This is an optimization exercise on Yosys and OpenROAD, whose aim is small area, not a production implementation. Function was checked by simulation only, so behaviour that the tests miss may differ from the original. No activity file was given, so power comes from the tool's default toggle rates.

==> inputs of willow <==
// reg_file
module reg_file #(
  parameter int DATA_WIDTH = 64,
  parameter int ADDR_WIDTH = 5,
  parameter int ZERO_REG   = 31
) (
  input  logic                  clk,
  input  logic                  rst_n,
  input  logic [ADDR_WIDTH-1:0] read_reg1,
  input  logic [ADDR_WIDTH-1:0] read_reg2,
  input  logic [ADDR_WIDTH-1:0] write_reg,
  input  logic [DATA_WIDTH-1:0] write_data,
  input  logic                  reg_write,
  output logic [DATA_WIDTH-1:0] read_data1,
  output logic [DATA_WIDTH-1:0] read_data2
);
==> module rf_nand4, before the edit <==
module rf_nand4 (
  input  logic [3:0] a,
  output logic       y
);
  assign y = ~&a;
endmodule
==> module rf_nand3, before the edit <==
module rf_nand3 (
  input  logic [2:0] a,
  output logic       y
);
  assign y = ~&a;
endmodule
==> module rf_or3, before the edit <==
module rf_or3 (
  input  logic [2:0] a,
  output logic       y
);
  assign y = |a;
endmodule
==> module rf_rdbit, before the edit <==
module rf_rdbit (
  input  logic [31:0] sel,
  input  logic [31:0] d,
  output logic        y
);
  logic [10:0] t;
  for (genvar g = 0; g < 10; g++) begin : g_aoi
    rf_aoi222 u_aoi (
      .a0(sel[3*g]),   .b0(d[3*g]),
      .a1(sel[3*g+1]), .b1(d[3*g+1]),
      .a2(sel[3*g+2]), .b2(d[3*g+2]),
      .y(t[g])
    );
  end
  rf_aoi22 u_aoi_last (
    .a0(sel[30]), .b0(d[30]),
    .a1(sel[31]), .b1(d[31]),
    .y(t[10])
  );
  logic [2:0] p;
  rf_nand4 u_n0 (.a(t[3:0]),  .y(p[0]));
  rf_nand4 u_n1 (.a(t[7:4]),  .y(p[1]));
  rf_nand3 u_n2 (.a(t[10:8]), .y(p[2]));
  rf_or3   u_or (.a(p),       .y(y));
endmodule
==> flow/config.mk <==
export PLATFORM = sky130hd
export DESIGN_NAME = reg_file
export DESIGN_NICKNAME = reg_file
export VERILOG_FILES = /design/flow/design.v
export SDC_FILE = /design/flow/constraint.sdc
export NUM_CORES = 8
export LEC_CHECK = 0
export CAP_MARGIN = 20
export CORE_MARGIN = 2
export CORE_UTILIZATION = 40
export SLEW_MARGIN = 20
export SYNTH_HIERARCHICAL = 1
==> flow/constraint.sdc <==
create_clock -name core_clock -period 10.0 [get_ports {clk}]
set_input_delay 2.0000 -clock core_clock [delete_from_list [all_inputs] [get_ports {clk}]]
set_output_delay 2.0000 -clock core_clock [all_outputs]
set_load 0.01 [all_outputs]
standard.sh (not shown) runs the stock make flow with config.mk's settings and CLKGATE_MAP_FILE= SYNTH_SCRIPT=/design/flow/synth_recipe.tcl, a recipe that flattens the netlist after the stock synthesis.
==> flow/flow/run.sh <==
#!/bin/bash
# Layout flow: the standard ORFS flow (standard.sh) with these changes:
#  - the read selector's gates that synthesis upsized are downsized after
#    floorplan (post_floorplan.tcl);
#  - port buffers are the smallest buffer;
#  - after global placement, each net with many loads gets one buffer in
#    place of the buffer tree placement built (post_global_place.tcl);
#  - the clock tree uses larger sink clusters and no dummy loads.
# Each tool's output goes to a log file in this folder.
here=$(pwd)
export BUFFER_PORTS_ARGS="-buffer_cell sky130_fd_sc_hd__buf_1"
export CTS_ARGS="-sink_clustering_enable -repair_clock_nets -sink_clustering_size 27 -sink_clustering_max_diameter 100 -buf_list sky130_fd_sc_hd__clkbuf_16 -dont_use_dummy_load"
export POST_FLOORPLAN_TCL=$here/flow/post_floorplan.tcl
export POST_GLOBAL_PLACE_TCL=$here/flow/post_global_place.tcl
bash standard.sh > flow_standard.log 2>&1
==> flow/flow/post_floorplan.tcl <==
# After floorplan: return the read selector's AND-OR-invert gates that
# synthesis upsized to the smallest drive strength; each drives one gate input.
set n 0
foreach inst [get_cells *] {
  if { [get_property $inst ref_name] == "sky130_fd_sc_hd__a22oi_2" } {
    replace_cell $inst sky130_fd_sc_hd__a22oi_1
    incr n
  }
}
puts "Downsized $n a22oi_2 cells to a22oi_1"
==> flow/flow/post_global_place.tcl <==
# After timing-driven global placement: the buffer trees that placement's
# repair built on each net with many loads (the read selects, the write
# enables and the write data) are replaced by one buffer next to the net's
# driver, and the driver is returned to the smallest drive strength; where
# the driver is an input port's buffer, that buffer is resized instead.
# The resizer's repair after placement then sizes that buffer.
set min_fanout 30
set buf_cell sky130_fd_sc_hd__buf_4
set block [ord::get_db_block]
proc is_tree_buf {inst} {
  set m [[$inst getMaster] getName]
  return [expr {[regexp {__(buf|clkbuf)_\d+$} $m] && ![regexp {^(input|output)\d+} [$inst getName]]}]
}
proc out_net {inst} {
  foreach it [$inst getITerms] { if {[$it isOutputSignal]} { return [$it getNet] } }
  return "NULL"
}
proc sinks {net} {
  set s {}
  foreach it [$net getITerms] { if {[$it isInputSignal]} { lappend s $it } }
  return $s
}
# Collect the tree below a net: buffers and the final sink pins.
proc tree {net bufs_var leaves_var} {
  upvar $bufs_var bufs
  upvar $leaves_var leaves
  foreach it [sinks $net] {
    set i [$it getInst]
    if {[is_tree_buf $i]} {
      lappend bufs $i
      set on [out_net $i]
      if {$on != "NULL"} { tree $on bufs leaves }
    } else {
      lappend leaves $it
    }
  }
}
# Pass 1: the nets to re-buffer, by driver, and the buffers to remove.
set drivers {}
set allbufs {}
foreach net [$block getNets] {
  if {[$net getSigType] != "SIGNAL"} continue
  set drv ""
  foreach it [$net getITerms] { if {[$it isOutputSignal]} { set drv [$it getInst] } }
  if {$drv == "" || [is_tree_buf $drv]} continue
  set bufs {}; set leaves {}
  tree $net bufs leaves
  if {[llength $leaves] < $min_fanout || [llength $bufs] == 0} continue
  lappend drivers [$drv getName]
  foreach b $bufs { lappend allbufs [$b getName] }
}
puts "post_global_place: [llength $drivers] nets, [llength $allbufs] buffers to remove"
# remove_buffers removes every buffer that is not dont_touch, so the others
# are marked dont_touch for the call.
set keep {}
foreach inst [$block getInsts] {
  if {[regexp {__(buf|clkbuf)_\d+$} [[$inst getMaster] getName]] && [lsearch -exact $allbufs [$inst getName]] < 0} {
    lappend keep [$inst getName]
  }
}
if {[llength $keep] > 0} { set_dont_touch [get_cells $keep] }
if {[llength $allbufs] > 0} { remove_buffers }
if {[llength $keep] > 0} { unset_dont_touch [get_cells $keep] }
# Pass 2: one buffer per net next to its driver, which then drives
# a single buffer input, so it goes back to the smallest drive strength.
set dbu [$block getDbUnitsPerMicron]
set done 0
foreach dn $drivers {
  set drv [$block findInst $dn]
  set net [out_net $drv]
  if {$net == "NULL"} { puts "post_global_place: no net on $dn [[$drv getMaster] getName]"; continue }
  if {[regexp {^input\d+} $dn]} {
    # An input port's buffer drives the net itself, sized like the others.
    replace_cell [get_cells $dn] $buf_cell
    incr done
    continue
  }
  set dl [$drv getLocation]
  set cx [expr {double([lindex $dl 0]) / $dbu}]; set cy [expr {double([lindex $dl 1]) / $dbu}]
  insert_buffer -net [$net getName] -buffer_cell $buf_cell -location [list $cx $cy]
  set m [[$drv getMaster] getName]
  if {[regexp {^(.*)_(\d+)$} $m -> base sz] && $sz > 1 && ![regexp {^output\d+} $dn]} {
    if {[llength [get_lib_cells */${base}_1]] > 0} { replace_cell [get_cells $dn] ${base}_1 }
  }
  incr done
}
puts "post_global_place: $done nets, removed [llength $allbufs] buffers"
==> raven: changes against willow <==
--- a/flow/flow/post_global_place.tcl
+++ b/flow/flow/post_global_place.tcl
@@ -2,5 +2,4 @@
 # repair built on each net with many loads (the read selects, the write
-# enables and the write data) are replaced by one buffer next to the net's
-# driver, and the driver is returned to the smallest drive strength; where
-# the driver is an input port's buffer, that buffer is resized instead.
+# enables and the write data) are replaced by one buffer at the loads'
+# centroid, and the net's driver is returned to the smallest drive strength.
 # The resizer's repair after placement then sizes that buffer.
@@ -63,3 +62,3 @@
 if {[llength $keep] > 0} { unset_dont_touch [get_cells $keep] }
-# Pass 2: one buffer per net next to its driver, which then drives
+# Pass 2: one buffer per net at the loads' centroid; the driver then drives
 # a single buffer input, so it goes back to the smallest drive strength.
@@ -71,13 +70,10 @@
   if {$net == "NULL"} { puts "post_global_place: no net on $dn [[$drv getMaster] getName]"; continue }
-  if {[regexp {^input\d+} $dn]} {
-    # An input port's buffer drives the net itself, sized like the others.
-    replace_cell [get_cells $dn] $buf_cell
-    incr done
-    continue
-  }
-  set dl [$drv getLocation]
-  set cx [expr {double([lindex $dl 0]) / $dbu}]; set cy [expr {double([lindex $dl 1]) / $dbu}]
+  set leaves [sinks $net]
+  set sx 0; set sy 0
+  foreach it $leaves { set l [[$it getInst] getLocation]; incr sx [lindex $l 0]; incr sy [lindex $l 1] }
+  set n [llength $leaves]
+  set cx [expr {double($sx) / $n / $dbu}]; set cy [expr {double($sy) / $n / $dbu}]
   insert_buffer -net [$net getName] -buffer_cell $buf_cell -location [list $cx $cy]
   set m [[$drv getMaster] getName]
-  if {[regexp {^(.*)_(\d+)$} $m -> base sz] && $sz > 1 && ![regexp {^output\d+} $dn]} {
+  if {[regexp {^(.*)_(\d+)$} $m -> base sz] && $sz > 1 && ![regexp {^(input|output)\d+} $dn]} {
     if {[llength [get_lib_cells */${base}_1]] > 0} { replace_cell [get_cells $dn] ${base}_1 }
--- a/flow/config.mk
+++ b/flow/config.mk
@@ -10,2 +10,3 @@
 export CORE_UTILIZATION = 40
+export PLACE_DENSITY = 0.75
 export SLEW_MARGIN = 20
==> sierra: changes against willow <==
--- a/flow/design.v
+++ b/flow/design.v
@@ -12,19 +12,7 @@
 endmodule
-module rf_nand4 (
-  input  logic [3:0] a,
-  output logic       y
+module rf_nand11 (
+  input  logic [10:0] a,
+  output logic        y
 );
   assign y = ~&a;
-endmodule
-module rf_nand3 (
-  input  logic [2:0] a,
-  output logic       y
-);
-  assign y = ~&a;
-endmodule
-module rf_or3 (
-  input  logic [2:0] a,
-  output logic       y
-);
-  assign y = |a;
 endmodule
@@ -49,7 +37,3 @@
   );
-  logic [2:0] p;
-  rf_nand4 u_n0 (.a(t[3:0]),  .y(p[0]));
-  rf_nand4 u_n1 (.a(t[7:4]),  .y(p[1]));
-  rf_nand3 u_n2 (.a(t[10:8]), .y(p[2]));
-  rf_or3   u_or (.a(p),       .y(y));
+  rf_nand11 u_or (.a(t), .y(y));
 endmodule
==> flow/run.sh (new file) <==
#!/bin/bash
# synth_recipe.tcl (not shown) runs the flow's synth.tcl, then flattens the netlist and writes it again
# the make line also repeats each setting of config.mk as NAME=value (left out here)
make -C /OpenROAD-flow-scripts/flow DESIGN_CONFIG=/design/flow/config.mk WORK_HOME=/design/flow/orfs CLKGATE_MAP_FILE= SYNTH_SCRIPT=/design/flow/synth_recipe.tcl finish
--- a/flow/config.mk
+++ b/flow/config.mk
@@ -9,3 +9,5 @@
 export CORE_MARGIN = 2
-export CORE_UTILIZATION = 40
+export CORE_UTILIZATION = 60
+export CTS_BUF_LIST = sky130_fd_sc_hd__clkbuf_8
+export CTS_CLUSTER_SIZE = 20
 export SLEW_MARGIN = 20
removed: flow/flow/run.sh
removed: flow/flow/post_floorplan.tcl
removed: flow/flow/post_global_place.tcl
removed: flow/standard.sh
==> run summary <==
|  | sierra | willow | raven |
|---|---|---|---|
| Met1 Use GR | 0.6075 | 0.3746 | 0.3455 |
| Hold Slack | 0.5079 ns | 0.5087 ns | 0.5125 ns |
| Final #Nets | 5038 | 4672 | 4726 |
| Cell with the most instances on the worst path | sky130_fd_sc_hd__clkdlybuf4s50_1 | sky130_fd_sc_hd__buf_4 | sky130_fd_sc_hd__buf_4 |
| Non-clk buf share | 0.04398 | 0.02729 | 0.03080 |
| Worst reg2reg setup slack | 9.13 ns | 9.15 ns | 9.16 ns |
| Area occupied by multi-input gates | 0.01946 mm² | 0.01817 mm² | 0.01825 mm² |
| Least setup slack across all paths after layout | 1.059 ns | 1.597 ns | 0.2658 ns |
| Sw power | 3751 µW | 2956 µW | 2980 µW |
| Worst setup path end | read_data2[25] | read_data2[52] | read_data2[50] |
| Dpl ws | 1.369 ns | 1.735 ns | 0.8855 ns |
| Result of the run | finished clean | finished clean | complete, but fails checks |
| Reasons for failing layout checks | - | - | max-capacitance violations, max-slew violations |
| Clock Network Area Fraction | 0.06325 | 0.02492 | 0.02451 |
| Clock transition at the register clock pins on the worst setup and hold paths after CTS | 0.05 ns | 0.11 ns | 0.10 ns |
| Met1 WL | 101900 µm | 105200 µm | 90880 µm |
| Final worst path period share | 0.8941 | 0.8403 | 0.9734 |
| DP Cell Count | 6371 | 7138 | 7184 |
| Lkg Pwr | 0.02902 µW | 0.02579 µW | 0.02592 µW |
| Routed wl met3 | 65370 µm | 45440 µm | 67490 µm |
| Buffers & Inverters on Critical Path | 3 | 4 | 6 |
| Placed cell areas | 0.08605 mm² | 0.08404 mm² | 0.08422 mm² |
| Die footprint | 0.1351 mm² | 0.2018 mm² | 0.2018 mm² |
| Worst Setup SP | read_reg2[0] | rst_n | rst_n |
| Count of cell instances traversed by the critical path | 9 | 10 | 12 |
| Core ar. | 0.1313 mm² | 0.1972 mm² | 0.1972 mm² |
| Floorplan die width | 367.5 µm | 449.2 µm | 449.2 µm |
| Routed length per placed instance | 47.48 µm | 42.47 µm | 45.06 µm |

==> port drivers added, routing unchanged <==
The flow's constraints put no driver on any port. The routed layouts listed below were extracted and timed again, unchanged, in two steps.
Step 1, drivers: a clkbuf_16 drives clk and a buf_2 each remaining input, both assumed.
Step 2 adds t to the input delays and takes it off the output delays; t is the mean of the earliest and latest rising clock arrival at the registers after step 1. Input paths then give back, and output paths get back, about the clock's delay inside the block.
Slacks: ideal ports / drivers / drivers and shift; pairs: ideal ports / drivers.
run	t (ns)	setup WS [ns]	latest minus earliest clock arrival (ns)	cell pins on the clock port's net
willow	0.823	1.597 / 1.572 / 1.572	0.085 / 0.085	1
raven	0.839	0.266 / 0.239 / 0.239	0.107 / 0.106	1
sierra	1.101	1.059 / 1.036 / 1.036	0.061 / 0.062	1
For raven, which loses most, drivers alone change the setup slack by -0.027 ns; drivers and shift together by -0.027 ns.
